From an optimization exercise on the open Yosys and OpenROAD flow, aimed at small area, a short achievable clock period and few clock cycles per item; shortcuts taken in it are not production practice.
At most, simulation tests tie the RTL to the original design; equivalence was not proved.
No functional check of the RTL was part of runs 1 to 3.
Power figures rest on the tool's default switching activity, not on a simulated workload.

$ cat flow/flow/run.sh
#!/bin/bash
# Standard layout, with the port buffers inserted before placement made of
# sky130_fd_sc_hd__buf_2 cells instead of the buffer buffer_ports picks by default.
set -euo pipefail
export BUFFER_PORTS_ARGS="-buffer_cell sky130_fd_sc_hd__buf_2"
bash standard.sh > standard_flow.log 2>&1
$ cat flow/standard.sh
#!/bin/bash
# synth_recipe.tcl (not shown) runs the flow's synth.tcl, then flattens the netlist and writes it again
# the make line also repeats each setting of config.mk as NAME=value (left out here)
make -C /OpenROAD-flow-scripts/flow DESIGN_CONFIG=/design/flow/config.mk WORK_HOME=/design/flow/orfs CLKGATE_MAP_FILE= SYNTH_SCRIPT=/design/flow/synth_recipe.tcl "${@:-finish}"
$ cat flow/config.mk
export PLATFORM = sky130hd
export DESIGN_NAME = ble_ad_structure_parser
export DESIGN_NICKNAME = ble_ad_structure_parser
export VERILOG_FILES = /design/flow/design.v
export SDC_FILE = /design/flow/constraint.sdc
export NUM_CORES = 4
export LEC_CHECK = 0
export CAP_MARGIN = 20
export CORE_MARGIN = 2
export CORE_UTILIZATION = 65
export SETUP_SLACK_MARGIN = 2.8
export SLEW_MARGIN = 20
$ cat flow/constraint.sdc
create_clock -name core_clock -period 5.5 [get_ports {clock}]
set_input_delay 1.1000 -clock core_clock [delete_from_list [all_inputs] [get_ports {clock}]]
set_output_delay 1.1000 -clock core_clock [all_outputs]
set_load 0.01 [all_outputs]
$ cat flow/design.v
package bap_pkg;
   localparam logic [7:0] NameLimitReset = 8'd30;
   localparam int QueueDepth = 2;
   typedef enum logic [1:0] {PH_LEN, PH_TYPE, PH_DATA, PH_STOP} phase_type;
   localparam logic [4:0] K_FLAGS = 5'd0, K_UUID16 = 5'd1, K_UUID32 = 5'd2,
      K_U128LO = 5'd3, K_U128HI = 5'd4, K_SNAME = 5'd5, K_NAME = 5'd6,
      K_TXPWR = 5'd7, K_CLASS = 5'd8, K_DEVID = 5'd9, K_APPEAR = 5'd10,
      K_COMPANY = 5'd11, K_MANUF = 5'd12, K_HASH = 5'd13, K_RAND = 5'd14,
      K_UNKNOWN = 5'd15, K_BLKEND = 5'd16;
   localparam logic [3:0] C_NONE = 4'd0, C_FLAGS = 4'd1, C_TXPWR = 4'd2, C_UUID16 = 4'd3,
      C_UUID32 = 4'd4, C_U128 = 4'd5, C_SNAME = 4'd6, C_NAME = 4'd7, C_CLASS = 4'd8,
      C_HASH = 4'd9, C_RAND = 4'd10, C_DEVID = 4'd11, C_APPEAR = 4'd12, C_MANUF = 4'd13;
   typedef struct packed {
      logic       rec_valid;
      logic [3:0] kind;
      logic       half;
      logic [7:0] lo;
      logic [3:0] mask;      
      logic       end_valid;
      logic [1:0] end_status;
      logic [6:0] num;
   } entry_type;
   localparam int EntryBits = 28;
   function automatic logic type_is_known(input logic [7:0] t);
      type_is_known = (t >= 8'h01 && t <= 8'h0A) || (t >= 8'h0D && t <= 8'h10) ||
             (t >= 8'h14 && t <= 8'h19) || (t >= 8'h1F && t <= 8'h21) ||
             (t == 8'hFF);
   endfunction
   function automatic logic [3:0] type_class(input logic [7:0] t);
      case (t)
         8'h01: type_class = C_FLAGS;
         8'h0A: type_class = C_TXPWR;
         8'h02, 8'h03: type_class = C_UUID16;
         8'h04, 8'h05: type_class = C_UUID32;
         8'h06, 8'h07: type_class = C_U128;
         8'h08: type_class = C_SNAME;
         8'h09: type_class = C_NAME;
         8'h0D: type_class = C_CLASS;
         8'h0E: type_class = C_HASH;
         8'h0F: type_class = C_RAND;
         8'h10: type_class = C_DEVID;
         8'h19: type_class = C_APPEAR;
         8'hFF: type_class = C_MANUF;
         default: type_class = C_NONE;
      endcase
   endfunction
endpackage
module bap_front (
   input  logic               clock,
   input  logic               reset,
   input  logic               req_valid,
   output logic               req_stall,
   input  logic [16:0]        req_data,
   output logic               csr_ready,
   input  logic [7:0]         name_limit,
   input  logic               full,
   input  logic               wide_pend,
   output logic               push,
   output logic               wide_push,
   output bap_pkg::entry_type ent,
   output logic [63:0]        acc
);
   logic       in_v, in_first, in_lz, in_l1, in_dneg, in_pre, in_nm;
   logic [7:0] in_b, in_lm1, in_d;
   logic [3:0] in_cls;
   logic       in_bz, in_known;
   assign in_bz = (in_b == 8'd0);
   assign in_known = bap_pkg::type_is_known(in_b);
   assign in_cls = bap_pkg::type_class(in_b);
   bap_pkg::phase_type phase_ff;
   logic [7:0] offs_ff, rem_ff, pos_ff;
   logic [6:0] cnt_ff;
   logic [1:0] stat_ff;
   logic [3:0] cls_ff;
   logic nz_ff, drec_ff, nmn_ff;
   logic go, accept, wstall, name_ok;
   function automatic logic [2:0] lane_of(input logic [3:0] c, input logic [7:0] ps);
      if (c == bap_pkg::C_UUID16) lane_of = {2'b00, ps[0]};
      else if (c == bap_pkg::C_UUID32) lane_of = {1'b0, ps[1:0]};
      else lane_of = ps[2:0];
   endfunction
   function automatic logic keep_of(input logic [3:0] c, input logic [7:0] ps);
      case (c)
         bap_pkg::C_UUID16, bap_pkg::C_UUID32, bap_pkg::C_U128: keep_of = 1'b1;
         bap_pkg::C_CLASS, bap_pkg::C_HASH, bap_pkg::C_RAND, bap_pkg::C_DEVID:
            keep_of = (ps[7:4] == 4'd0);
         bap_pkg::C_APPEAR, bap_pkg::C_MANUF: keep_of = (ps[7:1] == 7'd0);
         default: keep_of = 1'b0;
      endcase
   endfunction
   logic [2:0] lane;
   logic kw;
   assign lane = lane_of(cls_ff, pos_ff);
   assign kw = keep_of(cls_ff, pos_ff);
   assign wstall = wide_pend && !in_first && nz_ff;
   assign go = in_v && !full && !wstall;
   assign req_stall = in_v && !go;
   assign accept = req_valid && !req_stall;
   assign csr_ready = !in_v;
   assign name_ok = (pos_ff < name_limit);
   logic [8:0] dfull;
   assign dfull = {1'b0, req_data[8:1]} - 9'd1 - {1'b0, req_data[16:9]};
   always_ff @(posedge clock) begin
      if (reset) in_v <= 1'b0;
      else if (accept) in_v <= 1'b1;
      else if (go) in_v <= 1'b0;
   end
   always_ff @(posedge clock) begin
      if (accept) begin
         in_first <= req_data[0];
         in_b <= req_data[16:9];
         in_lm1 <= req_data[8:1] - 8'd1;
         in_lz <= (req_data[8:1] == 8'd0);
         in_l1 <= (req_data[8:1] == 8'd1);
         in_d <= dfull[7:0];
         in_dneg <= dfull[8];
         in_pre <= !in_v;
         in_nm <= name_ok;
      end
   end
   bap_pkg::phase_type ph;
   logic [7:0] rem, ps;
   logic [6:0] cn, cm1;
   logic [1:0] st;
   logic [3:0] cls;
   logic       act, endb, nm, stop2, is_name, rec, wide, half, drec_n, nmn_n, nz_n;
   logic [3:0] kind, mask;
   always_comb begin
      act = !in_lz && (in_first || offs_ff <= in_lm1);
      endb = !in_lz && (in_first ? in_l1 : (offs_ff == in_lm1));
      stop2 = in_dneg || (!in_first && offs_ff > in_d);
      nm = in_pre ? in_nm : nmn_ff;
      is_name = (cls_ff == bap_pkg::C_SNAME) || (cls_ff == bap_pkg::C_NAME);
      ph = in_first ? bap_pkg::PH_LEN : phase_ff;
      cn = in_first ? 7'd0 : cnt_ff;
      cm1 = cnt_ff - 7'd1;
      rem = rem_ff;
      ps = pos_ff;
      st = stat_ff;
      cls = cls_ff;
      rec = 1'b0;
      kind = 4'(bap_pkg::K_UNKNOWN);
      wide = 1'b0;
      half = 1'b0;
      drec_n = 1'b0;
      nmn_n = 1'b0;
      nz_n = 1'b0;
      case (ph)
         bap_pkg::PH_LEN: begin
            if (in_bz) begin
               ph = bap_pkg::PH_STOP; st = 2'd1;
            end else if (stop2) begin
               ph = bap_pkg::PH_STOP; st = 2'd2;
            end else begin
               cn = cn + 7'd1;
               rem = in_b; ph = bap_pkg::PH_TYPE;
            end
         end
         bap_pkg::PH_TYPE: begin
            ps = 8'd0;
            rem = rem_ff - 8'd1;
            cls = in_cls;
            if ((in_cls == bap_pkg::C_HASH || in_cls == bap_pkg::C_RAND) && rem_ff < 8'd17)
               cls = bap_pkg::C_NONE;
            rec = !in_known;
            ph = (rem_ff != 8'd1) ? bap_pkg::PH_DATA : bap_pkg::PH_LEN;
            drec_n = (in_cls == bap_pkg::C_FLAGS) || (in_cls == bap_pkg::C_TXPWR);
            nmn_n = (name_limit != 8'd0);
         end
         bap_pkg::PH_DATA: begin
            rec = drec_ff || (is_name && nm);
            case (cls_ff)
               bap_pkg::C_FLAGS: kind = 4'(bap_pkg::K_FLAGS);
               bap_pkg::C_TXPWR: kind = 4'(bap_pkg::K_TXPWR);
               bap_pkg::C_UUID16: begin kind = 4'(bap_pkg::K_UUID16); wide = 1'b1; end
               bap_pkg::C_UUID32: begin kind = 4'(bap_pkg::K_UUID32); wide = 1'b1; end
               bap_pkg::C_U128: begin
                  kind = pos_ff[3] ? 4'(bap_pkg::K_U128HI) : 4'(bap_pkg::K_U128LO);
                  wide = 1'b1;
               end
               bap_pkg::C_SNAME: kind = 4'(bap_pkg::K_SNAME);
               bap_pkg::C_NAME: kind = 4'(bap_pkg::K_NAME);
               bap_pkg::C_CLASS: begin kind = 4'(bap_pkg::K_CLASS); wide = 1'b1; end
               bap_pkg::C_HASH: begin kind = 4'(bap_pkg::K_HASH); wide = 1'b1; half = pos_ff[3]; end
               bap_pkg::C_RAND: begin kind = 4'(bap_pkg::K_RAND); wide = 1'b1; half = pos_ff[3]; end
               bap_pkg::C_DEVID: begin kind = 4'(bap_pkg::K_DEVID); wide = 1'b1; end
               bap_pkg::C_APPEAR: begin kind = 4'(bap_pkg::K_APPEAR); wide = 1'b1; end
               bap_pkg::C_MANUF: begin
                  wide = (pos_ff[7:1] == 7'd0);
                  kind = wide ? 4'(bap_pkg::K_COMPANY) : 4'(bap_pkg::K_MANUF);
               end
               default: ;
            endcase
            case (cls_ff)
               bap_pkg::C_UUID16: drec_n = !pos_ff[0];
               bap_pkg::C_UUID32: drec_n = (pos_ff[1:0] == 2'd2);
               bap_pkg::C_U128: drec_n = (pos_ff[2:0] == 3'd6) && (pos_ff[3] || rem_ff >= 8'd10);
               bap_pkg::C_CLASS: drec_n = (pos_ff == 8'd1);
               bap_pkg::C_HASH, bap_pkg::C_RAND: drec_n = (pos_ff == 8'd6) || (pos_ff == 8'd14);
               bap_pkg::C_DEVID: drec_n = (pos_ff == 8'd6);
               bap_pkg::C_APPEAR: drec_n = (pos_ff == 8'd0);
               bap_pkg::C_MANUF: drec_n = 1'b1;
               default: drec_n = 1'b0;
            endcase
            case (cls_ff)
               bap_pkg::C_UUID16: nz_n = !pos_ff[0];
               bap_pkg::C_UUID32: nz_n = (pos_ff[1:0] != 2'd3);
               bap_pkg::C_U128: nz_n = (pos_ff[2:0] != 3'd7);
               bap_pkg::C_CLASS, bap_pkg::C_HASH, bap_pkg::C_RAND, bap_pkg::C_DEVID:
                  nz_n = (pos_ff < 8'd15) && (pos_ff[2:0] != 3'd7);
               bap_pkg::C_APPEAR, bap_pkg::C_MANUF: nz_n = (pos_ff == 8'd0);
               default: nz_n = 1'b0;
            endcase
            if (rem_ff == 8'd1) nz_n = 1'b0;
            ps = pos_ff + 8'd1;
            nmn_n = (ps < name_limit);
            rem = rem_ff - 8'd1;
            if (rem_ff == 8'd1) ph = bap_pkg::PH_LEN;
         end
         default: ;
      endcase
      if (!act) rec = 1'b0;
      mask[0] = rec && wide;
      mask[1] = rec && wide && (cls_ff == bap_pkg::C_UUID32 || cls_ff == bap_pkg::C_U128 ||
                        cls_ff == bap_pkg::C_CLASS || cls_ff == bap_pkg::C_HASH ||
                        cls_ff == bap_pkg::C_RAND || cls_ff == bap_pkg::C_DEVID);
      mask[2] = rec && wide && (cls_ff == bap_pkg::C_UUID32 || cls_ff == bap_pkg::C_U128 ||
                        cls_ff == bap_pkg::C_HASH || cls_ff == bap_pkg::C_RAND ||
                        cls_ff == bap_pkg::C_DEVID);
      mask[3] = rec && wide && (cls_ff == bap_pkg::C_U128 || cls_ff == bap_pkg::C_HASH ||
                        cls_ff == bap_pkg::C_RAND || cls_ff == bap_pkg::C_DEVID);
      ent.rec_valid = rec;
      ent.kind = kind;
      ent.half = half;
      ent.lo = wide ? acc[7:0] : in_b;
      ent.mask = mask;
      ent.end_valid = endb;
      ent.end_status = (ph == bap_pkg::PH_STOP) ? st :
                       ((ph == bap_pkg::PH_LEN) ? 2'd0 : 2'd2);
      ent.num = rec ? cm1 : cn;
   end
   assign push = go && (rec || endb);
   assign wide_push = go && rec && wide;
   always_ff @(posedge clock) begin
      if (reset) begin
         phase_ff <= bap_pkg::PH_LEN; offs_ff <= '0; cnt_ff <= '0; nz_ff <= 1'b0;
      end else if (go) begin
         if (act) begin
            phase_ff <= ph; offs_ff <= (in_first ? 8'd0 : offs_ff) + 8'd1; cnt_ff <= cn;
            nz_ff <= nz_n;
         end else if (in_first) begin
            phase_ff <= bap_pkg::PH_LEN; offs_ff <= '0; cnt_ff <= '0; nz_ff <= 1'b0;
         end
      end
   end
   always_ff @(posedge clock) begin
      if (go && act) begin
         rem_ff <= rem; pos_ff <= ps; stat_ff <= st; cls_ff <= cls;
         drec_ff <= drec_n; nmn_ff <= nmn_n;
      end
   end
   logic in_data;
   assign in_data = !in_first && (phase_ff == bap_pkg::PH_DATA);
   for (genvar k = 0; k < 8; k++) begin : g_acc
      always_ff @(posedge clock) begin
         if (go && in_data && kw && lane == 3'(k)) acc[8*k +: 8] <= in_b;
      end
   end
endmodule
module bap_back (
   input  logic               clock,
   input  logic               reset,
   input  logic               push,
   input  logic               wide_push,
   input  bap_pkg::entry_type ent,
   input  logic [63:0]        acc,
   output logic               full,
   output logic               wide_pend,
   output logic               rsp_valid,
   input  logic               rsp_stall,
   output logic [78:0]        rsp_data
);
   localparam int D = bap_pkg::QueueDepth;
   logic [D-1:0][bap_pkg::EntryBits-1:0] q_ff;
   logic [D-1:0] occ_ff;            
   logic pop, take, rec, wide_take;
   bap_pkg::entry_type h, h_next;
   logic [63:0] val;
   assign h = q_ff[0];
   assign full = occ_ff[D-1];
   assign rsp_valid = occ_ff[0];
   assign rec = h.rec_valid;
   assign take = occ_ff[0] && !rsp_stall;
   assign pop = take && !(h.rec_valid && h.end_valid);
   assign wide_take = take && h.mask[0];
   always_comb begin
      h_next = h;
      h_next.rec_valid = 1'b0;
      h_next.mask = '0;
      h_next.num = h.num + 7'd1;
   end
   always_comb begin
      val[7:0] = rec ? h.lo : {1'b0, h.num};
      val[15:8] = acc[15:8] & {8{h.mask[0]}};
      val[23:16] = acc[23:16] & {8{h.mask[1]}};
      val[31:24] = acc[31:24] & {8{h.mask[2]}};
      val[63:32] = acc[63:32] & {32{h.mask[3]}};
      rsp_data = {!rec, rec ? h.kind : 4'd0, val, rec && h.half, rec ? h.num : 7'd0,
                  rec ? 2'd0 : h.end_status};
   end
   always_ff @(posedge clock) begin
      if (reset) begin
         occ_ff <= '0; wide_pend <= 1'b0;
      end else begin
         if (push && !pop) occ_ff <= {occ_ff[D-2:0], 1'b1};
         else if (pop && !push) occ_ff <= {1'b0, occ_ff[D-1:1]};
         wide_pend <= wide_push || (wide_pend && !wide_take);
      end
   end
   logic [D-1:0] wr_here;
   always_comb begin
      for (int i = 0; i < D; i++) begin
         if (pop) wr_here[i] = (i + 1 < D) ? occ_ff[i] && !occ_ff[(i + 1) % D] : occ_ff[i];
         else wr_here[i] = (i == 0) ? !occ_ff[0] : occ_ff[(i + D - 1) % D] && !occ_ff[i];
      end
   end
   always_ff @(posedge clock) begin
      for (int i = 0; i < D; i++) begin
         if (wr_here[i]) q_ff[i] <= ent;
         else if (pop) begin
            if (i + 1 < D) q_ff[i] <= q_ff[(i + 1) % D];
         end else if (i == 0 && take) q_ff[0] <= h_next;
      end
   end
endmodule
module ble_ad_structure_parser (
   input  logic             clock,
   input  logic             reset,
   input  logic             req_valid,
   output logic             req_stall,
   input  logic [16:0]      req_data,    
   output logic             rsp_valid,
   input  logic             rsp_stall,
   output logic [78:0]      rsp_data,    
   input  logic             csr_valid,
   output logic             csr_ready,
   input  logic [7:0]       csr_data
);
   logic [7:0] limit_ff;
   logic full, push, wide_push, wide_pend;
   bap_pkg::entry_type ent;
   logic [63:0] acc;
   always_ff @(posedge clock) begin
      if (reset) limit_ff <= bap_pkg::NameLimitReset;
      else if (csr_valid && csr_ready) limit_ff <= csr_data;
   end
   bap_front u_front (.clock(clock), .reset(reset), .req_valid(req_valid),
                      .req_stall(req_stall), .req_data(req_data), .csr_ready(csr_ready),
                      .name_limit(limit_ff), .full(full), .wide_pend(wide_pend),
                      .push(push), .wide_push(wide_push), .ent(ent), .acc(acc));
   bap_back u_back (.clock(clock), .reset(reset), .push(push), .wide_push(wide_push),
                    .ent(ent), .acc(acc), .full(full), .wide_pend(wide_pend),
                    .rsp_valid(rsp_valid), .rsp_stall(rsp_stall), .rsp_data(rsp_data));
endmodule
==> results.json, run 1 <==
{
  "utilization_pct": 82.36,
  "cap_violations": 0,
  "core-area_um2": 16580,
  "syn_inst": 1044,
  "clock_sinks": 204,
  "setup_tns_ns": 0,
  "hp-class": "register to register",
  "post-dp-hpwl_um": 17450,
  "synth_fp_nets": 1132,
  "fp-row-count": 47,
  "async_flop_share_pct": 0,
  "rsz0062_at_grt": "true",
  "rrSetupSlack_ns": 2.72,
  "ctsHoldBuffers": 0,
  "syn_area_per_cell_um2": 10.59,
  "r2r-start": "u_front.in_first",
  "cp-start-kind": "register",
  "cts.clk_slew.worst_paths_ns": 0.06,
  "rr_endpoint": "u_back.q_ff[1]",
  "firstDrtPassIters": 5,
  "total_power_mw": 3.670,
  "ios": 112,
  "dp_slack_ns": 1.940,
  "netlist_top_cells_area": "edfxtp_1 47%, ha_1 6.5%, dfxtp_1 5.4%",
  "placed_cell_area_um2": 11780,
  "htreeDepth": 1,
  "ant_nets": 0,
  "wire_per_inst_um": 19.94,
  "arrival_ns": 3.06,
  "p_leak_nw": 5.563,
  "slew_viol_final": 0,
  "setup_viol": 0,
  "slew_headroom_pct": 39.49,
  "synthFlopType": "edfxtp_1",
  "min_from": "u_front.nz_ff",
  "max_freq_mhz": 359.1,
  "intPower_mw": 2.819,
  "synth_top_area_cell": "edfxtp_1",
  "yosysTopAreaCellShare_pct": 47.28,
  "period_needed_ns": 2.785,
  "crit_fanout": 8,
  "cts_max_path_buffers": 3,
  "cp.required_ns": 5.77,
  "yosysWarningCount": 3,
  "cts_tree": "built",
  "place.gp.congestion": 0.9005,
  "grt-ovfl-total": 0,
  "setup_ws_ns": 2.715,
  "power.density_nw_per_um2": 268.7,
  "design_area_um2": 13660,
  "root_buffer": "clkbuf_16",
  "skew_ns": 0.03152,
  "finalHoldViolCount": 0,
  "wl_um": 28890,
  "fin_hold_ws_ns": 0.4929,
  "drc": 0,
  "min_to": "u_front.nz_ff",
  "period_share_pct": 50.63,
  "seq_area_frac_synth_pct": 52.71,
  "syn_area_um2": 11050,
  "start_util_pct": 66.64,
  "slowest_stage": "edfxtp_1",
  "cpPeakStageDelay_ns": 0.47,
  "nets": 1301,
  "crit_chain": "buf_6 -> nand2b_4 -> inv_4 -> ha_4 -> o41ai_4 -> o41ai_4 -> buf_4 -> nand3_4 -> buf_6 -> buf_8 -> mux2i_2 -> a21o_1",
  "placed_cells": 1327,
  "vias": 8997,
  "first_global_vias": 8138,
  "drive_gt1_share_pct": 28.32,
  "clockPowerShare_pct": 42.4,
  "synthTopCellsByCount": "174 x edfxtp_1, 95 x nor2_1, 85 x and2_1",
  "seqPwrFrac_pct": 47.7,
  "max-vdd-ir-drop_uv": 249.4,
  "die-height_um": 134.4,
  "die_area_um2": 18060,
  "pwr-share-comb_pct": 9.8,
  "whs_path_depth": 2,
  "criticalPathCategory": "register to register",
  "final.fill_count": 992,
  "areaGrowthSynthToFinish_pct": 23.58,
  "worstRegToRegCells": 12,
  "grt_max_degree": 33,
  "die_x_um": 134.4,
  "tightest_slew_ns": 0.9077,
  "drt-vias-per-instance": 6.209,
  "ys_ff_latch": 204,
  "ys_types": 74,
  "p_switching_uw": 850.5,
  "stdcell_count": 1449,
  "synth_edf_count": 174,
  "antenna_found_initial": 0,
  "dr.first_iter.drc_count": 971,
  "yosysMostFrequentCell": "edfxtp_1",
  "status": "finished clean",
  "grt_first_pass_wirelength_um": 42290,
  "cts_buffers": 22,
  "grt_usage_pct": 29.64,
  "p_sw_share_pct": 23.17,
  "insertion_delay_ns": 0.52,
  "n_antenna_cell": 0,
  "portBuffers": 111,
  "cp-end-kind": "register"
}
[worst max-delay path, delay by kind of cell, from the launching register on]
kind | cells | cell delay [ns]
AOI/OAI and AO/OA | 3 | 0.63
DFF | 1 | 0.47
and+or+nand+nor | 2 | 0.31
buffers and inverters | 5 | 0.76
adders and majority gates | 1 | 0.16
muxes | 1 | 0.19
[power groups by stage]
stage	logic, mW	clock network (mW)	registers (mW)
after floorplan	0.201	0	1.78
after global placement	0.258	0	1.80
after detailed placement	0.264	0	1.80
after CTS	0.314	1.56	1.75
after global routing	0.391	1.61	1.75
final	0.361	1.56	1.75
[flip-flops by register name, indices dropped and copies added (netlist names), 2 cells and up]
name / count
u_front.in_d: 8
u_back.occ_ff: 2
u_front.rem_ff: 8
u_front.in_lm1: 8
u_front.cnt_ff: 7
u_front.acc: 64
u_front.cls_ff: 4
limit_ff: 8
u_front.in_b: 8
u_front.phase_ff: 2
u_front.offs_ff: 8
u_back.q_ff: 56
u_front.pos_ff: 8
u_front.stat_ff: 2
[what timing repair did]
action / CTS / global route
pin swaps: 4 / 22
resized for setup: 35 / 85
gates cloned: 3 / 2
endpoints found under the setup margin: 212 / 133
setup buffers: 37 / 40
[worst max path at each step]
stage | start | to | cells past startpoint
floorplan | u_front.in_first | u_back.occ_ff[1] | 16
global placement | u_front.in_b[1] | u_back.occ_ff[1] | 11
detailed placement | u_front.in_b[1] | u_back.occ_ff[0] | 12
CTS | u_front.pos_ff[4] | u_front.acc[61] | 5
global route | u_front.offs_ff[3] | u_front.cnt_ff[4] | 10
finish | u_front.in_first | u_back.q_ff[1] | 12
[logic make-up after synthesis]
group                    synth area share, %
adder cells (fa/ha/maj)                6.634
buffers and inverters                  4.064
AND/OR/NAND/NOR                        18.13
flip-flops                             52.71
multiplexers                           2.627
AO/OA/AOI/OAI                          13.22
XOR/XNOR                               2.615
[per-layer routing]
layer / track usage [%] / routed length (um) / up-vias
met4: 8.947 / 939 / 0
met3: 4.271 / 2610 / 95
met2: 49.12 / 13850 / 569
li1: - / - / 4137
met1: 40.95 / 11490 / 4196
met5: 0 / 0 / -
[area by class of cell]
class                           count  area, um^2  share of cell area [%]
Inverter                           60       242.7                   1.777
Multi-Input combinational cell    727        5301                   38.81
Clock inverter                     15       176.4                   1.292
Timing Repair Buffer              197        1231                   9.014
Clock buffer                       25       583.1                   4.269
Sequential cell                   204        5839                   42.75
Tap cell                          220       275.3                   2.015
Timing Repair inverter              1       8.758                 0.06413
[placed cells by master (no fill, tap or decap), types with 15 or more instances in the layout]
master     count
edfxtp_1     174
buf_2        114
and2_1        83
nor2_1        79
buf_4         75
a21oi_1       66
nand2_1       61
inv_1         54
ha_1          52
o21ai_0       41
nand3_1       30
clkbuf_16     23
dfxtp_1       23
a22o_1        19
xor2_1        18
nor3_1        17
mux2_2        16
xnor2_1       15
==> run 2, diff against run 1 <==
--- a/flow/design.v
+++ b/flow/design.v
@@ -54,19 +54,20 @@
    output logic               csr_ready,
    input  logic [7:0]         name_limit,
    input  logic               full,
+   input  logic               pop,
    input  logic               wide_pend,
+   input  logic               wide_take,
+   input  logic               pop_ok,
+   input  logic               wide_ok,
+   input  logic               rsp_stall,
    output logic               push,
    output logic               wide_push,
    output bap_pkg::entry_type ent,
    output logic [63:0]        acc
 );
-   logic       in_v, in_first, in_lz, in_l1, in_dneg, in_pre, in_nm;
+   logic       in_v, in_first, in_lz, in_l1, in_bz, in_dneg, in_known, in_pre, in_nm;
    logic [7:0] in_b, in_lm1, in_d;
    logic [3:0] in_cls;
-   logic       in_bz, in_known;
-   assign in_bz = (in_b == 8'd0);
-   assign in_known = bap_pkg::type_is_known(in_b);
-   assign in_cls = bap_pkg::type_class(in_b);
    bap_pkg::phase_type phase_ff;
    logic [7:0] offs_ff, rem_ff, pos_ff;
    logic [6:0] cnt_ff;
@@ -92,9 +93,13 @@
    logic kw;
    assign lane = lane_of(cls_ff, pos_ff);
    assign kw = keep_of(cls_ff, pos_ff);
-   assign wstall = wide_pend && !in_first && nz_ff;
-   assign go = in_v && !full && !wstall;
-   assign req_stall = in_v && !go;
+   logic wblock, st_reg, st_if;
+   assign wblock = wide_pend && !in_first && nz_ff;
+   assign wstall = wblock && !wide_take;
+   assign go = in_v && !wstall && (!full || pop);
+   assign st_reg = in_v && ((wblock && !wide_ok) || (full && !pop_ok));
+   assign st_if = in_v && (wblock || full);
+   assign req_stall = st_reg || (rsp_stall && st_if);
    assign accept = req_valid && !req_stall;
    assign csr_ready = !in_v;
    assign name_ok = (pos_ff < name_limit);
@@ -112,8 +117,11 @@
          in_lm1 <= req_data[8:1] - 8'd1;
          in_lz <= (req_data[8:1] == 8'd0);
          in_l1 <= (req_data[8:1] == 8'd1);
+         in_bz <= (req_data[16:9] == 8'd0);
          in_d <= dfull[7:0];
          in_dneg <= dfull[8];
+         in_known <= bap_pkg::type_is_known(req_data[16:9]);
+         in_cls <= bap_pkg::type_class(req_data[16:9]);
          in_pre <= !in_v;
          in_nm <= name_ok;
       end
@@ -275,7 +283,11 @@
    input  bap_pkg::entry_type ent,
    input  logic [63:0]        acc,
    output logic               full,
+   output logic               pop,
    output logic               wide_pend,
+   output logic               wide_take,
+   output logic               pop_ok,
+   output logic               wide_ok,
    output logic               rsp_valid,
    input  logic               rsp_stall,
    output logic [78:0]        rsp_data
@@ -283,16 +295,18 @@
    localparam int D = bap_pkg::QueueDepth;
    logic [D-1:0][bap_pkg::EntryBits-1:0] q_ff;
    logic [D-1:0] occ_ff;            
-   logic pop, take, rec, wide_take;
+   logic take, rec;
    bap_pkg::entry_type h, h_next;
    logic [63:0] val;
    assign h = q_ff[0];
    assign full = occ_ff[D-1];
    assign rsp_valid = occ_ff[0];
    assign rec = h.rec_valid;
+   assign pop_ok = occ_ff[0] && !(h.rec_valid && h.end_valid);
+   assign wide_ok = occ_ff[0] && h.mask[0];
    assign take = occ_ff[0] && !rsp_stall;
-   assign pop = take && !(h.rec_valid && h.end_valid);
-   assign wide_take = take && h.mask[0];
+   assign pop = pop_ok && !rsp_stall;
+   assign wide_take = wide_ok && !rsp_stall;
    always_comb begin
       h_next = h;
       h_next.rec_valid = 1'b0;
@@ -347,18 +361,20 @@
    input  logic [7:0]       csr_data
 );
    logic [7:0] limit_ff;
-   logic full, push, wide_push, wide_pend;
+   logic full, pop, wide_take, pop_ok, wide_ok, push, wide_push, wide_pend;
    bap_pkg::entry_type ent;
    logic [63:0] acc;
    always_ff @(posedge clock) begin
       if (reset) limit_ff <= bap_pkg::NameLimitReset;
       else if (csr_valid && csr_ready) limit_ff <= csr_data;
    end
-   bap_front u_front (.clock(clock), .reset(reset), .req_valid(req_valid),
+   bap_front u_front (.clock(clock), .reset(reset), .req_valid(req_valid), .rsp_stall(rsp_stall),
+                      .pop_ok(pop_ok), .wide_ok(wide_ok),
                       .req_stall(req_stall), .req_data(req_data), .csr_ready(csr_ready),
-                      .name_limit(limit_ff), .full(full), .wide_pend(wide_pend),
+                      .name_limit(limit_ff), .full(full), .pop(pop), .wide_pend(wide_pend), .wide_take(wide_take),
                       .push(push), .wide_push(wide_push), .ent(ent), .acc(acc));
    bap_back u_back (.clock(clock), .reset(reset), .push(push), .wide_push(wide_push),
-                    .ent(ent), .acc(acc), .full(full), .wide_pend(wide_pend),
+                    .pop_ok(pop_ok), .wide_ok(wide_ok),
+                    .ent(ent), .acc(acc), .full(full), .pop(pop), .wide_pend(wide_pend), .wide_take(wide_take),
                     .rsp_valid(rsp_valid), .rsp_stall(rsp_stall), .rsp_data(rsp_data));
 endmodule
--- a/flow/config.mk
+++ b/flow/config.mk
@@ -7,6 +7,6 @@
 export LEC_CHECK = 0
 export CAP_MARGIN = 20
 export CORE_MARGIN = 2
-export CORE_UTILIZATION = 65
+export CORE_UTILIZATION = 40
 export SETUP_SLACK_MARGIN = 2.8
 export SLEW_MARGIN = 20
==> results.json, run 2 <==
{
  "rsz0062_at_grt": "true",
  "startpoint": "rsp_stall",
  "skew_ns": 0.01353,
  "yosys.area_share.simple_pct": 17.17,
  "die_area_um2": 29360,
  "placed_cell_area_um2": 12240,
  "slew_viol_final": 0,
  "period_needed_ns": 3.077,
  "setup_tns_ns": 0,
  "syn_inst": 1023,
  "synthAdderAreaFrac_pct": 6.657,
  "crit_fanout": 2,
  "drt-vias-per-instance": 5.338,
  "vias": 8322,
  "synthMuxAreaShare_pct": 2.234,
  "synth_compound_area_share_pct": 14.11,
  "synth_xor_area_share_pct": 2.424,
  "dr.first_iter.drc_count": 611,
  "power.density_nw_per_um2": 268.1,
  "drive_gt1_share_pct": 26.08,
  "status": "finished clean",
  "reg.largest.list": "u_front.acc: 64 flops, u_back.q_ff: 56 flops",
  "netlist_top_cells_area": "edfxtp_1 48%, ha_1 6.5%, dfxtp_1 5.4%",
  "ctsHoldBuffers": 0,
  "portBuffers": 111,
  "ys_ff_latch": 210,
  "core-area_um2": 27710,
  "cts_tree": "built",
  "cp-start-kind": "input pin",
  "grt-ovfl-total": 0,
  "syn_area_per_cell_um2": 10.95,
  "hp-class": "register to register",
  "fin_hold_ws_ns": 0.4687,
  "drc": 0,
  "grt_first_pass_wirelength_um": 43320,
  "tightest_slew_ns": 1.007,
  "die-height_um": 171.3,
  "arrival_ns": 1.98,
  "top_register": "u_front.acc",
  "grt_max_degree": 41,
  "ios": 112,
  "r2r-start": "u_front.in_lm1[4]",
  "total_power_mw": 3.735,
  "criticalPathCategory": "input pin to output port",
  "first_global_vias": 7961,
  "insertion_delay_ns": 0.51,
  "yosysTopAreaCellShare_pct": 48.25,
  "synth_edf_count": 180,
  "setup_viol": 0,
  "nets": 1252,
  "yosysMostFrequentCell": "edfxtp_1",
  "ant_nets": 0,
  "areaGrowthSynthToFinish_pct": 24.36,
  "htreeDepth": 1,
  "cts_max_path_buffers": 3,
  "n_antenna_cell": 0,
  "synth_top_family_by_area": "simple AND/OR/NAND/NOR gates",
  "async_flop_share_pct": 0,
  "cts_buffers": 24,
  "seq_area_frac_synth_pct": 53.61,
  "start_util_pct": 40.43,
  "final_cell_mix": "180 x edfxtp_1, 109 x buf_2, 87 x and2_1",
  "wl_um": 27460,
  "largest_register_ffs": 64,
  "yosysWarningCount": 3,
  "antenna_found_initial": 0,
  "cp-end-kind": "output port",
  "synth_fp_nets": 1112,
  "min_from": "u_front.nz_ff",
  "synthTopCellsByCount": "180 x edfxtp_1, 87 x and2_1, 81 x nor2_1",
  "finalHoldViolCount": 0,
  "die_x_um": 171.3,
  "max-vdd-ir-drop_uv": 292.4,
  "cp.required_ns": 4.40,
  "period_share_pct": 55.95,
  "p_leak_nw": 5.447,
  "fp-row-count": 61,
  "layout_commonest_cell": "edfxtp_1",
  "grt_usage_pct": 18.63,
  "clock_sinks": 210,
  "syn_area_um2": 11200,
  "ys_types": 77,
  "wire_per_inst_um": 17.62,
  "cts.clk_slew.worst_paths_ns": 0.06,
  "post-dp-hpwl_um": 18590,
  "place.gp.congestion": 0.8412,
  "design_area_um2": 13930,
  "root_buffer": "clkbuf_16",
  "cap_violations": 0,
  "firstDrtPassIters": 7,
  "slew_headroom_pct": 32.73,
  "rrSetupSlack_ns": 2.82,
  "synthFlopType": "edfxtp_1",
  "synth_top_area_cell": "edfxtp_1",
  "max_freq_mhz": 324.9
}
[run 2: cell types whose count changed in the layout (fill, tap and decap cells not counted), moves of 8 or more]
cell,previous run,this run
mux2_1,0,9
mux2_2,16,7
nor2_4,13,4
a21oi_1,66,48
buf_12,0,8
buf_4,75,39
o21ai_1,3,11
[run 2: cells by family after synthesis]
| kind of cell | after synthesis |
|---|---|
| flops | 210 |
| xor+xnor | 31 |
| simple gates | 362 |
| fa+ha+maj | 59 |
| compound gates | 229 |
| buf+inv | 109 |
| mux | 23 |
[run 2: per-stage QoR]
stage          setup slack [ns]  instances  util [%]
2_1_floorplan             2.675       1023         -
3_3_place_gp              1.991       1468     44.19
3_5_place_dp              1.989       1468     44.19
4_1_cts                   2.418       1544     48.90
5_1_grt                   2.408       1559     50.28
6_report                  2.423       1559     50.28
[run 2: worst paths after layout]
kind / end / depth (start not counted)
max reg2reg: u_back.q_ff[6] / 12
min reg2reg: u_front.nz_ff / 2
min: u_front.nz_ff / 2
max: req_stall / 7
[run 2: worst max-delay path, cell delays in order]
cell      delay [ns]
buf_6           0.10
nand2b_4        0.15
o21ai_4         0.16
nor2_2          0.08
a21oi_4         0.21
nor2_4          0.06
buf_6           0.12
[run 2: per-layer routing]
layer,track usage (%),wire length (um),vias to the layer above
li1,-,-,4059
met1,26.63,12910,4015
met2,30.66,13020,223
met3,2.186,1174,25
met4,3.795,366,0
met5,0,0,-
[run 2: repair_timing]
action                                  4_1_cts  5_1_grt
resized for setup                            36       63
buffers inserted                             30       15
gates cloned                                  2        0
endpoints found under the setup margin      259      163
pin swaps                                    15       30
[run 2: layout make-up]
class | count | area [um^2]
timing repair inverter | 1 | 16.27
tap | 378 | 473.0
sequential | 210 | 6017
inverter | 58 | 240.2
clock inverter | 11 | 110.1
fill | 2484 | 13770
multi-input combinational | 705 | 5300
clock buffer | 33 | 696.9
timing repair buffer | 163 | 1077
[run 2: report_power, final]
group | total [mW] | switching [mW] | internal [mW] | leakage (nW)
registers | 1.83 | 0.0414 | 1.78 | 1.95
logic | 0.303 | 0.177 | 0.126 | 3.10
clock network | 1.61 | 0.625 | 0.981 | 0.395
total | 3.74 | 0.844 | 2.89 | 5.45
==> run 3, diff against run 2 <==
--- a/flow/design.v
+++ b/flow/design.v
@@ -99,7 +99,8 @@
    assign go = in_v && !wstall && (!full || pop);
    assign st_reg = in_v && ((wblock && !wide_ok) || (full && !pop_ok));
    assign st_if = in_v && (wblock || full);
-   assign req_stall = st_reg || (rsp_stall && st_if);
+   bap_stall u_stall (.st_reg(st_reg), .st_if(st_if), .rsp_stall(rsp_stall),
+                      .req_stall(req_stall));
    assign accept = req_valid && !req_stall;
    assign csr_ready = !in_v;
    assign name_ok = (pos_ff < name_limit);
@@ -347,6 +348,14 @@
       end
    end
 endmodule
+module bap_stall (
+   input  logic st_reg,
+   input  logic st_if,
+   input  logic rsp_stall,
+   output logic req_stall
+);
+   assign req_stall = st_reg || (rsp_stall && st_if);
+endmodule
 module ble_ad_structure_parser (
    input  logic             clock,
    input  logic             reset,
--- a/flow/config.mk
+++ b/flow/config.mk
@@ -10,3 +10,5 @@
 export CORE_UTILIZATION = 40
 export SETUP_SLACK_MARGIN = 2.8
 export SLEW_MARGIN = 20
+export SYNTH_HIERARCHICAL = 1
+export SYNTH_MINIMUM_KEEP_SIZE = 0
==> results.json, run 3 <==
{
  "yosysMostFrequentCell": "edfxtp_1",
  "top_register": "u_front.acc",
  "design_area_um2": 14490,
  "cp.required_ns": 4.40,
  "syn_area_per_cell_um2": 10.97,
  "root_buffer": "clkbuf_16",
  "period_needed_ns": 2.962,
  "firstDrtPassIters": 5,
  "reg.largest.list": "u_front.acc: 64 flops, u_back.q_ff: 56 flops",
  "vias": 8542,
  "status": "finished clean",
  "syn_area_um2": 11300,
  "crit_fanout": 19,
  "ant_nets": 0,
  "cp-end-kind": "output port",
  "cap_violations": 0,
  "slowest_stage": "dfxtp_4",
  "syn_inst": 1030,
  "synth_fp_nets": 1118,
  "p_leak_nw": 5.793,
  "hp-class": "register to register",
  "criticalPathCategory": "register to output port",
  "finalHoldViolCount": 0,
  "setup_tns_ns": 0,
  "stdcell_count": 1588,
  "arrival_ns": 1.86,
  "drive_gt1_share_pct": 29.92,
  "layout_commonest_cell": "edfxtp_1",
  "startpoint": "u_back.occ_ff[0]",
  "ios": 112,
  "die_area_um2": 29620,
  "seq_area_frac_synth_pct": 53.14,
  "rsz0062_at_grt": "true",
  "cts_buffers": 24,
  "areaGrowthSynthToFinish_pct": 28.16,
  "n_antenna_cell": 0,
  "placed_cell_area_um2": 12130,
  "dr.first_iter.drc_count": 727,
  "ys_types": 85,
  "placed_cells": 1473,
  "ctsHoldBuffers": 0,
  "final.fill_count": 2431,
  "start_util_pct": 40.68,
  "antenna_found_initial": 1,
  "cp-start-kind": "register",
  "yosysWarningCount": 9,
  "clock_sinks": 210,
  "final_cell_mix": "180 x edfxtp_1, 89 x buf_2, 74 x nand2_1",
  "portBuffers": 111,
  "die-height_um": 172.1,
  "slew_headroom_pct": 34.83,
  "core-area_um2": 27780,
  "skew_ns": 0.01781,
  "min_from": "limit_ff[4]",
  "drt-vias-per-instance": 5.379,
  "r2r-start": "u_front.in_first",
  "power.density_nw_per_um2": 275.0,
  "yosysTopAreaCellShare_pct": 47.82,
  "insertion_delay_ns": 0.52,
  "grt_max_degree": 38,
  "cts_tree": "built",
  "ys_ff_latch": 210,
  "max_freq_mhz": 337.6,
  "max-vdd-ir-drop_uv": 193.2,
  "grt-ovfl-total": 0,
  "synthFlopType": "edfxtp_1",
  "synthTopCellsByCount": "180 x edfxtp_1, 85 x nand2_1, 84 x and2_1",
  "drc": 0,
  "wl_um": 28920,
  "synth_top_area_cell": "edfxtp_1",
  "wire_per_inst_um": 18.21,
  "async_flop_share_pct": 0,
  "cts.clk_slew.worst_paths_ns": 0.06,
  "crit_chain": "a21boi_1 -> o22ai_2 -> and2_1 -> a21o_1 -> buf_2",
  "fp-row-count": 61,
  "largest_register_ffs": 64,
  "synth_edf_count": 180,
  "nets": 1280,
  "grt_first_pass_wirelength_um": 43510,
  "cpPeakStageDelay_ns": 0.51,
  "setup_viol": 0,
  "period_share_pct": 53.86,
  "cts_max_path_buffers": 3,
  "slew_viol_final": 0,
  "htreeDepth": 1,
  "grt_usage_pct": 18.85,
  "netlist_top_cells_area": "edfxtp_1 48%, ha_1 6.3%, dfxtp_1 5.3%",
  "place.gp.congestion": 0.8836,
  "first_global_vias": 8056,
  "tightest_slew_ns": 0.9755,
  "post-dp-hpwl_um": 18280,
  "die_x_um": 172.1
}
-- run 3: layout make-up --
type	instances	area, um^2	area share (%)
Tap cell	378	473.0	3.265
Clock inverter	17	264.0	1.823
Sequential cell	210	6016	41.53
Clock buffer	27	633.1	4.371
Inverter	63	280.3	1.935
Multi-Input combinational cell	707	5319	36.72
Timing Repair Buffer	186	1500	10.36
-- run 3: Yosys stat by module (local to each module, per instance) --
module                   cells  times used  cell area, um^2
bap_front                  766           1             8046
bap_stall                    1           1            7.507
bap_back                   231           1             2915
ble_ad_structure_parser     32           1            332.8
-- run 3: worst max-delay path, delay by kind of cell (launching register included) --
kind            cells  cell delay, ns
simple gates        1            0.16
flops               1            0.51
buf+inv             1            0.14
compound gates      3            0.55
-- run 3: final timing paths --
| kind | cells after the start | slack, ns | endpoint |
|---|---|---|---|
| max | 5 | 2.54 | req_stall |
| min | 1 | 0.46 | limit_ff[4] |
| max reg2reg | 17 | 2.57 | u_back.q_ff[2] |
| min reg2reg | 1 | 0.46 | limit_ff[4] |
-- run 3: logic make-up (layout without fill, tap and decap cells) --
logic type	Yosys count	in the layout	synth area share, %
AND/OR/NAND/NOR	369	369	17.23
multiplexers	14	14	1.340
buffers and inverters	114	293	5.092
flip-flops	210	210	53.14
adder cells (fa/ha/maj)	58	58	6.487
XOR/XNOR	30	30	2.325
AO/OA/AOI/OAI	235	236	14.39
-- run 3: repair_timing --
item	4_1_cts	5_1_grt
setup buffers	40	25
cloned	5	1
setup endpoints to repair	240	135
resized for setup	115	71
pin swaps	24	25
-- run 3: routing by layer --
metal / global-route usage, % / vias up / part of all wire (%)
li1: - / 4109 / -
met1: 26.97 / 4131 / 46
met2: 30.38 / 260 / 47
met3: 2.358 / 42 / 5.2
met4: 4.932 / 0 / 2.0
met5: 0 / - / 0
-- run 3: through the flow --
| step | setup slack (ns) | util [%] | hold slack, ns | power [mW] |
|---|---|---|---|---|
| final | 2.538 | 52.14 | 0.4632 | 3.983 |
| after global routing | 2.445 | 52.14 | 0.4781 | 4.120 |
| after CTS | 2.546 | 50.32 | 0.4664 | 3.977 |
| after detailed placement | 1.719 | 43.66 | 0.4531 | 2.149 |
| after global placement | 1.835 | 43.66 | 0.4473 | 2.141 |
| after floorplan | 2.594 | - | 0.4354 | 2.047 |
-- run 3: power breakdown --
group          internal [mW]  total, mW  switching, mW
combinational          0.160      0.360          0.200
clock                   1.15       1.79          0.631
sequential              1.79       1.84         0.0500
total                   3.10       3.98          0.881
==> run 4, diff against run 3 <==
--- a/flow/design.v
+++ b/flow/design.v
@@ -53,18 +53,13 @@
    input  logic [16:0]        req_data,
    output logic               csr_ready,
    input  logic [7:0]         name_limit,
-   input  logic               full,
-   input  logic               pop,
-   input  logic               wide_pend,
-   input  logic               wide_take,
-   input  logic               pop_ok,
-   input  logic               wide_ok,
+   output logic               rsp_valid,
    input  logic               rsp_stall,
-   output logic               push,
-   output logic               wide_push,
-   output bap_pkg::entry_type ent,
-   output logic [63:0]        acc
+   output logic [78:0]        rsp_data
 );
+   logic full, pop, wide_pend, wide_take, pop_ok, wide_ok, push, wide_push, h_recend;
+   bap_pkg::entry_type ent;
+   logic [63:0] acc;
    logic       in_v, in_first, in_lz, in_l1, in_bz, in_dneg, in_known, in_pre, in_nm;
    logic [7:0] in_b, in_lm1, in_d;
    logic [3:0] in_cls;
@@ -97,8 +92,8 @@
    assign wblock = wide_pend && !in_first && nz_ff;
    assign wstall = wblock && !wide_take;
    assign go = in_v && !wstall && (!full || pop);
-   assign st_reg = in_v && ((wblock && !wide_ok) || (full && !pop_ok));
-   assign st_if = in_v && (wblock || full);
+   assign st_reg = in_v && (wblock || (full && h_recend));
+   assign st_if = in_v && full;
    bap_stall u_stall (.st_reg(st_reg), .st_if(st_if), .rsp_stall(rsp_stall),
                       .req_stall(req_stall));
    assign accept = req_valid && !req_stall;
@@ -275,35 +270,18 @@
          if (go && in_data && kw && lane == 3'(k)) acc[8*k +: 8] <= in_b;
       end
    end
-endmodule
-module bap_back (
-   input  logic               clock,
-   input  logic               reset,
-   input  logic               push,
-   input  logic               wide_push,
-   input  bap_pkg::entry_type ent,
-   input  logic [63:0]        acc,
-   output logic               full,
-   output logic               pop,
-   output logic               wide_pend,
-   output logic               wide_take,
-   output logic               pop_ok,
-   output logic               wide_ok,
-   output logic               rsp_valid,
-   input  logic               rsp_stall,
-   output logic [78:0]        rsp_data
-);
    localparam int D = bap_pkg::QueueDepth;
    logic [D-1:0][bap_pkg::EntryBits-1:0] q_ff;
    logic [D-1:0] occ_ff;            
-   logic take, rec;
+   logic take, hrec;
    bap_pkg::entry_type h, h_next;
    logic [63:0] val;
    assign h = q_ff[0];
    assign full = occ_ff[D-1];
    assign rsp_valid = occ_ff[0];
-   assign rec = h.rec_valid;
-   assign pop_ok = occ_ff[0] && !(h.rec_valid && h.end_valid);
+   assign hrec = h.rec_valid;
+   assign h_recend = h.rec_valid && h.end_valid;
+   assign pop_ok = occ_ff[0] && !h_recend;
    assign wide_ok = occ_ff[0] && h.mask[0];
    assign take = occ_ff[0] && !rsp_stall;
    assign pop = pop_ok && !rsp_stall;
@@ -315,13 +293,13 @@
       h_next.num = h.num + 7'd1;
    end
    always_comb begin
-      val[7:0] = rec ? h.lo : {1'b0, h.num};
+      val[7:0] = hrec ? h.lo : {1'b0, h.num};
       val[15:8] = acc[15:8] & {8{h.mask[0]}};
       val[23:16] = acc[23:16] & {8{h.mask[1]}};
       val[31:24] = acc[31:24] & {8{h.mask[2]}};
       val[63:32] = acc[63:32] & {32{h.mask[3]}};
-      rsp_data = {!rec, rec ? h.kind : 4'd0, val, rec && h.half, rec ? h.num : 7'd0,
-                  rec ? 2'd0 : h.end_status};
+      rsp_data = {!hrec, hrec ? h.kind : 4'd0, val, hrec && h.half, hrec ? h.num : 7'd0,
+                  hrec ? 2'd0 : h.end_status};
    end
    always_ff @(posedge clock) begin
       if (reset) begin
@@ -370,20 +348,12 @@
    input  logic [7:0]       csr_data
 );
    logic [7:0] limit_ff;
-   logic full, pop, wide_take, pop_ok, wide_ok, push, wide_push, wide_pend;
-   bap_pkg::entry_type ent;
-   logic [63:0] acc;
    always_ff @(posedge clock) begin
       if (reset) limit_ff <= bap_pkg::NameLimitReset;
       else if (csr_valid && csr_ready) limit_ff <= csr_data;
    end
-   bap_front u_front (.clock(clock), .reset(reset), .req_valid(req_valid), .rsp_stall(rsp_stall),
-                      .pop_ok(pop_ok), .wide_ok(wide_ok),
+   bap_front u_front (.clock(clock), .reset(reset), .req_valid(req_valid),
                       .req_stall(req_stall), .req_data(req_data), .csr_ready(csr_ready),
-                      .name_limit(limit_ff), .full(full), .pop(pop), .wide_pend(wide_pend), .wide_take(wide_take),
-                      .push(push), .wide_push(wide_push), .ent(ent), .acc(acc));
-   bap_back u_back (.clock(clock), .reset(reset), .push(push), .wide_push(wide_push),
-                    .pop_ok(pop_ok), .wide_ok(wide_ok),
-                    .ent(ent), .acc(acc), .full(full), .pop(pop), .wide_pend(wide_pend), .wide_take(wide_take),
-                    .rsp_valid(rsp_valid), .rsp_stall(rsp_stall), .rsp_data(rsp_data));
+                      .name_limit(limit_ff), .rsp_valid(rsp_valid), .rsp_stall(rsp_stall),
+                      .rsp_data(rsp_data));
 endmodule
--- a/flow/config.mk
+++ b/flow/config.mk
@@ -8,7 +8,6 @@
 export CAP_MARGIN = 20
 export CORE_MARGIN = 2
 export CORE_UTILIZATION = 40
+export CTS_BUF_LIST = sky130_fd_sc_hd__clkbuf_4 sky130_fd_sc_hd__clkbuf_8
 export SETUP_SLACK_MARGIN = 2.8
 export SLEW_MARGIN = 20
-export SYNTH_HIERARCHICAL = 1
-export SYNTH_MINIMUM_KEEP_SIZE = 0
==> results.json, run 4 <==
{
  "status": "finished clean",
  "p_leak_nw": 5.565,
  "synthFlopType": "edfxtp_1",
  "cp.required_ns": 4.40,
  "first_global_vias": 7798,
  "syn_area_um2": 11340,
  "final.fill_count": 2510,
  "reg.largest.list": "u_front.acc: 64 flops, u_front.q_ff: 56 flops",
  "rsz0062_at_grt": "true",
  "die_x_um": 172.4,
  "hp-class": "register to register",
  "crit_fanout": 2,
  "setup_viol": 0,
  "drive_gt1_share_pct": 29.17,
  "cts.clk_slew.worst_paths_ns": 0.05,
  "ios": 112,
  "cts_tree": "built",
  "yosysMostFrequentCell": "edfxtp_1",
  "syn_area_per_cell_um2": 11.08,
  "insertion_delay_ns": 0.53,
  "utilization_pct": 50.16,
  "arrival_ns": 1.86,
  "async_flop_share_pct": 0,
  "die-height_um": 172.4,
  "grt_usage_pct": 18.15,
  "n_antenna_cell": 0,
  "stdcell_count": 1595,
  "yosysTopAreaCellShare_pct": 47.67,
  "cpPeakStageDelay_ns": 0.25,
  "synth_fp_nets": 1111,
  "cp-start-kind": "input pin",
  "cp.buffers_inverters": 3,
  "criticalPathCategory": "input pin to output port",
  "setup_tns_ns": 0,
  "grt-ovfl-total": 0,
  "cpMostUsedCell": "buf_6",
  "ant_nets": 0,
  "max_freq_mhz": 337.7,
  "ys_ff_latch": 210,
  "seq_area_frac_synth_pct": 52.96,
  "layout_commonest_cell": "edfxtp_1",
  "areaGrowthSynthToFinish_pct": 23.23,
  "drt-vias-per-instance": 5.280,
  "cts_buffers": 37,
  "placed_cell_area_um2": 12270,
  "portBuffers": 111,
  "post-dp-hpwl_um": 18590,
  "ctsHoldBuffers": 0,
  "finalHoldViolCount": 0,
  "slew_viol_final": 0,
  "crit_chain": "buf_6 -> or2_4 -> a21oi_4 -> nand2b_4 -> inv_2 -> buf_6",
  "design_area_um2": 13970,
  "fp-row-count": 61,
  "vias": 8422,
  "slew_headroom_pct": 35.14,
  "synth_top_area_cell": "edfxtp_1",
  "tightest_slew_ns": 0.9709,
  "core-area_um2": 27860,
  "max-vdd-ir-drop_uv": 133.2,
  "root_buffer": "clkbuf_8",
  "antenna_found_initial": 0,
  "synth_edf_count": 180,
  "ys_types": 90,
  "drc": 0,
  "top_register": "u_front.acc",
  "power.density_nw_per_um2": 255.3,
  "place.gp.congestion": 0.8510,
  "start_util_pct": 40.71,
  "syn_inst": 1023,
  "fin_hold_ws_ns": 0.5232,
  "cap_violations": 0,
  "clock_sinks": 210,
  "placed_cells": 1471,
  "dr.first_iter.drc_count": 573,
  "cts_max_path_buffers": 3,
  "grt_first_pass_wirelength_um": 42080,
  "skew_ns": 0.01867,
  "cp-end-kind": "output port",
  "firstDrtPassIters": 5,
  "final_cell_mix": "180 x edfxtp_1, 104 x buf_2, 78 x nor2_1",
  "slowest_stage": "or2_4",
  "grt_max_degree": 43,
  "period_share_pct": 53.85,
  "wire_per_inst_um": 17.62,
  "period_needed_ns": 2.962,
  "netlist_top_cells_area": "edfxtp_1 48%, ha_1 6.3%, dfxtp_1 5.3%",
  "wl_um": 28100,
  "htreeDepth": 2,
  "crit_family": "simple AND/OR/NAND/NOR gates",
  "synthTopCellsByCount": "180 x edfxtp_1, 89 x nor2_1, 83 x and2_1",
  "die_area_um2": 29710,
  "yosysWarningCount": 2,
  "nets": 1276,
  "largest_register_ffs": 64
}
==> run 4: cell types whose count changed after synthesis, moves of 6 or more <==
cell,delta
a21oi_1,-8
a21o_1,+8
nand3_1,-7
nand2_1,-24
and3_1,-9
a22o_2,-10
nor2_1,+24
buf_4,-6
clkbuf_1,+14
mux2_4,+8
==> run 4: path summary, 6_finish.rpt <==
| kind | startpoint | end | slack, ns | depth (start not counted) |
|---|---|---|---|---|
| setup / recovery | rsp_stall | req_stall | 2.54 | 6 |
| hold / removal | u_front.wide_pend | u_front.wide_pend | 0.52 | 2 |
| setup reg to reg | u_front.offs_ff[5] | u_front.q_ff[6] | 2.81 | 10 |
| hold reg to reg | u_front.wide_pend | u_front.wide_pend | 0.52 | 2 |
==> run 4: layout make-up <==
cell class	count	area [um^2]	area share, %
clock buffers	53	635.6	4.549
clock inverters	15	76.32	0.5462
inverters	59	236.5	1.692
multi-input cells	705	5331	38.15
flip-flops and latches	210	6028	43.14
well taps	378	473.0	3.385
repair buffers	175	1192	8.533
==> run 4: logic make-up (layout without fill, tap and decap cells) <==
group | Yosys count | in the layout | share of synthesized area, %
DFF | 210 | 210 | 52.96
xor gates and xnor gates | 33 | 33 | 2.549
adders and majority gates | 58 | 58 | 6.466
and+or+nand+nor | 363 | 363 | 17.32
AOI/OAI and AO/OA | 227 | 228 | 14.27
muxes | 23 | 23 | 2.472
buffers and inverters | 109 | 302 | 3.961
==> run 4: per-layer routing <==
layer	routed length [um]	vias to the layer above	GRT usage, %
li1	-	4106	-
met1	13260	4032	25.72
met2	12930	245	28.89
met3	1403	39	3.159
met4	511	0	4.567
met5	0	-	0
==> run 4: worst reg2reg max path: stages, from the launching register on <==
cell and delay, ns:
dfxtp_4 0.38, ha_1 0.31, and4_4 0.20, a211o_1 0.34, o32ai_4 0.26, buf_12 0.16, buf_4 0.12, a31oi_4 0.10
a21boi_2 0.19, a2bb2oi_2 0.19, a21o_1 0.18
==> run 4: timing repair <==
| action | CTS | global route |
|---|---|---|
| cloned | 0 | 5 |
| pin swaps | 10 | 22 |
| setup endpoints to repair | 204 | 119 |
| resized for setup | 38 | 81 |
| buffers inserted | 20 | 31 |
==> run 4: power breakdown <==
group	switching, mW	leakage [nW]	total, mW	internal (mW)
Clock	0.620	0.377	1.37	0.749
Sequential	0.0375	1.94	1.83	1.79
Combinational	0.210	3.25	0.372	0.162
Total	0.868	5.56	3.57	2.70
==> run 4: per-stage QoR <==
| step | setup slack [ns] | total power, mW |
|---|---|---|
| global route | 2.509 | 3.725 |
| finish | 2.538 | 3.567 |
| floorplan | 2.677 | 2.068 |
| detailed placement | 2.070 | 2.169 |
| CTS | 2.481 | 3.558 |
| global placement | 2.156 | 2.161 |
Testbench counts of run 4, summed over its fixed seeds: cycles 94,479, bytes 91,371.
==> run 5, diff against run 4 <==
--- a/flow/config.mk
+++ b/flow/config.mk
@@ -11,3 +11,5 @@
 export CTS_BUF_LIST = sky130_fd_sc_hd__clkbuf_4 sky130_fd_sc_hd__clkbuf_8
 export SETUP_SLACK_MARGIN = 2.8
 export SLEW_MARGIN = 20
+export SYNTH_HIERARCHICAL = 1
+export SYNTH_MINIMUM_KEEP_SIZE = 0
==> results.json, run 5 <==
{
  "period_share_pct": 50.29,
  "root_buffer": "clkbuf_8",
  "netlist_top_cells_area": "edfxtp_1 48%, ha_1 6.3%, dfxtp_1 5.3%",
  "crit_chain": "clkinv_4 -> nand3_4 -> a21oi_2 -> a21o_1 -> buf_6",
  "grt_max_degree": 38,
  "core-area_um2": 27860,
  "wire_per_inst_um": 17.49,
  "drive_gt1_share_pct": 26.79,
  "period_needed_ns": 2.766,
  "cp-start-kind": "register",
  "power.density_nw_per_um2": 260.5,
  "status": "finished clean",
  "cts.clk_slew.worst_paths_ns": 0.05,
  "drt-vias-per-instance": 5.278,
  "ys_ff_latch": 210,
  "nets": 1260,
  "areaGrowthSynthToFinish_pct": 21.26,
  "rsz0062_at_grt": "true",
  "place.gp.congestion": 0.8676,
  "final_cell_mix": "180 x edfxtp_1, 100 x buf_2, 78 x and2_1",
  "yosysTopAreaCellShare_pct": 47.69,
  "syn_area_um2": 11330,
  "grt_first_pass_wirelength_um": 43100,
  "synth_fp_nets": 1110,
  "ios": 112,
  "firstDrtPassIters": 6,
  "portBuffers": 111,
  "die-height_um": 172.3,
  "arrival_ns": 1.67,
  "layout_commonest_cell": "edfxtp_1",
  "synth_top_family_by_area": "simple AND/OR/NAND/NOR gates",
  "reg.largest.list": "u_front.acc: 64 flops, u_front.q_ff: 56 flops",
  "synthAdderAreaFrac_pct": 6.469,
  "synthTopCellsByCount": "180 x edfxtp_1, 81 x and2_1, 69 x nor2_1",
  "async_flop_share_pct": 0,
  "setup_tns_ns": 0,
  "dr.first_iter.drc_count": 504,
  "criticalPathCategory": "register to output port",
  "utilization_pct": 49.34,
  "antenna_found_initial": 0,
  "die_x_um": 172.3,
  "cts_tree": "built",
  "cts_max_path_buffers": 3,
  "synth_compound_area_share_pct": 13.84,
  "largest_register_ffs": 64,
  "total_power_mw": 3.580,
  "drc": 0,
  "cp.required_ns": 4.40,
  "post-dp-hpwl_um": 18660,
  "synth_xor_area_share_pct": 2.627,
  "yosysWarningCount": 8,
  "cp-end-kind": "output port",
  "slew_viol_final": 0,
  "yosysMostFrequentCell": "edfxtp_1",
  "seq_area_frac_synth_pct": 52.99,
  "first_global_vias": 8034,
  "skew_ns": 0.02161,
  "syn_inst": 1022,
  "fp-row-count": 61,
  "cap_violations": 0,
  "htreeDepth": 2,
  "slowest_stage": "edfxtp_1",
  "tightest_slew_ns": 0.8706,
  "grt_usage_pct": 18.64,
  "crit_fanout": 7,
  "max-vdd-ir-drop_uv": 141.9,
  "p_leak_nw": 5.483,
  "hp-class": "register to register",
  "vias": 8318,
  "synthFlopType": "edfxtp_1",
  "fin_hold_ws_ns": 0.4687,
  "synthMuxAreaShare_pct": 2.484,
  "ys_types": 91,
  "cpPeakStageDelay_ns": 0.44,
  "slew_headroom_pct": 41.82,
  "n_antenna_cell": 0,
  "die_area_um2": 29700,
  "synth_top_area_cell": "edfxtp_1",
  "cts_buffers": 38,
  "max_freq_mhz": 361.5,
  "insertion_delay_ns": 0.54,
  "grt-ovfl-total": 0,
  "wl_um": 27560,
  "yosys.area_share.simple_pct": 17.47,
  "ant_nets": 0,
  "finalHoldViolCount": 0,
  "top_register": "u_front.acc",
  "synth_edf_count": 180,
  "start_util_pct": 40.69,
  "clock_sinks": 210,
  "setup_viol": 0,
  "syn_area_per_cell_um2": 11.09
}
## run 5: cell count changes after synthesis, sizes merged, moves of 5 or more
cell,previous run,this run
a21oi,54,67
a221oi,9,3
a22oi,11,3
a31oi,14,8
and3,6,17
nand2,61,69
nand3,23,34
nor2,89,70
nor3,24,19
o21ai,47,37
xor2,15,20
## run 5: Yosys stat by module (local to each module, per instance)
module | times used | flops+latches
bap_front | 1 | 202
bap_stall | 1 | 0
ble_ad_structure_parser | 1 | 8
## run 5: cell type report
cell class	instances	area, um^2
Sequential cell	210	6017
Multi-Input combinational cell	705	5205
Fill cell	2586	14110
Timing Repair Buffer	156	1060
Tap cell	378	473.0
Clock buffer	50	631.9
Inverter	61	254.0
Clock inverter	16	103.9
## run 5: path summary, 6_finish.rpt
check | from | endpoint | slack, ns | cells past startpoint
max | u_front.in_first | req_stall | 2.73 | 5
min | limit_ff[3] | limit_ff[3] | 0.47 | 1
max reg2reg | u_front.in_first | u_front.q_ff[6] | 2.77 | 10
min reg2reg | limit_ff[3] | limit_ff[3] | 0.47 | 1
## run 5: critical path: cells and delay by family, from the launching register on
family / cells / cell delay (ns)
and+or+nand+nor: 1 / 0.09
DFF: 1 / 0.44
AOI/OAI and AO/OA: 2 / 0.32
buffers and inverters: 2 / 0.28
## run 5: per-layer routing
metal  vias to the layer above  wire length (um)  global-route usage (%)
li1                       4049                 -                       -
met1                      4028             13030                   26.24
met2                       206             12820                   30.21
met3                        35              1256                   2.678
met4                         0               452                   5.042
met5                         -                 0                       0
## run 5: cell families after synthesis
family,count (synthesis)
and+or+nand+nor,366
DFF,210
muxes,24
buffers and inverters,108
AOI/OAI and AO/OA,222
xor gates and xnor gates,34
adders and majority gates,58
## run 5: metrics by stage
| step | worst slack (ns) | cells | instance area (um^2) |
|---|---|---|---|
| finish | 2.734 | 1576 | 13740 |
| floorplan | 2.479 | 1022 | 11480 |
| detailed placement | 1.952 | 1470 | 12310 |
| global placement | 2.036 | 1470 | 12310 |
| global route | 2.629 | 1576 | 13740 |
| CTS | 2.567 | 1559 | 13400 |
## run 5: what timing repair did
action	in CTS	in global routing
buffers inserted	20	16
gates cloned	3	0
hold buffers	0	0
pin swaps	5	17
endpoints found under the setup margin	175	95
gates resized for setup	35	44
## run 5: report_power, final
part           internal, mW  leakage (nW)  switching [mW]
Sequential             1.79          1.93          0.0437
Combinational         0.139          3.17           0.189
Clock                 0.795         0.383           0.624

## afterwards: timing with drivers on the ports
In the flow no input, the clock included, has a driving cell. The finished layouts below were timed again as built, in two steps. Step 1: set_driving_cell puts a clkbuf_16 on clock and a buf_2 on each other input, an assumption about the parent block. Step 2 also shifts input and output timing later by t, the mid clock arrival at the registers, as if the neighbouring blocks saw the same clock. Slacks: no drivers / after step 1 / after step 2; pairs: no drivers / after step 1.
run	t, ns	slack for setup (ns)	worst setup path after step 2	slew at the worst register clock pin (ns)
run 1	0.550	2.715 / 2.715 / 2.503	input to register	0.07 / 0.07
run 2	0.550	2.423 / 2.383 / 2.340	input to register	0.06 / 0.06
run 3	0.552	2.538 / 2.494 / 2.427	input to register	0.07 / 0.07
run 4	0.564	2.538 / 2.480 / 2.130	input to register	0.06 / 0.06
run 5	0.566	2.734 / 2.694 / 2.313	input to register	0.06 / 0.06
After both steps every run listed still meets setup and hold. The setup slack of run 5, which loses most, moves by -0.040 ns with the drivers and by -0.421 ns with both steps.
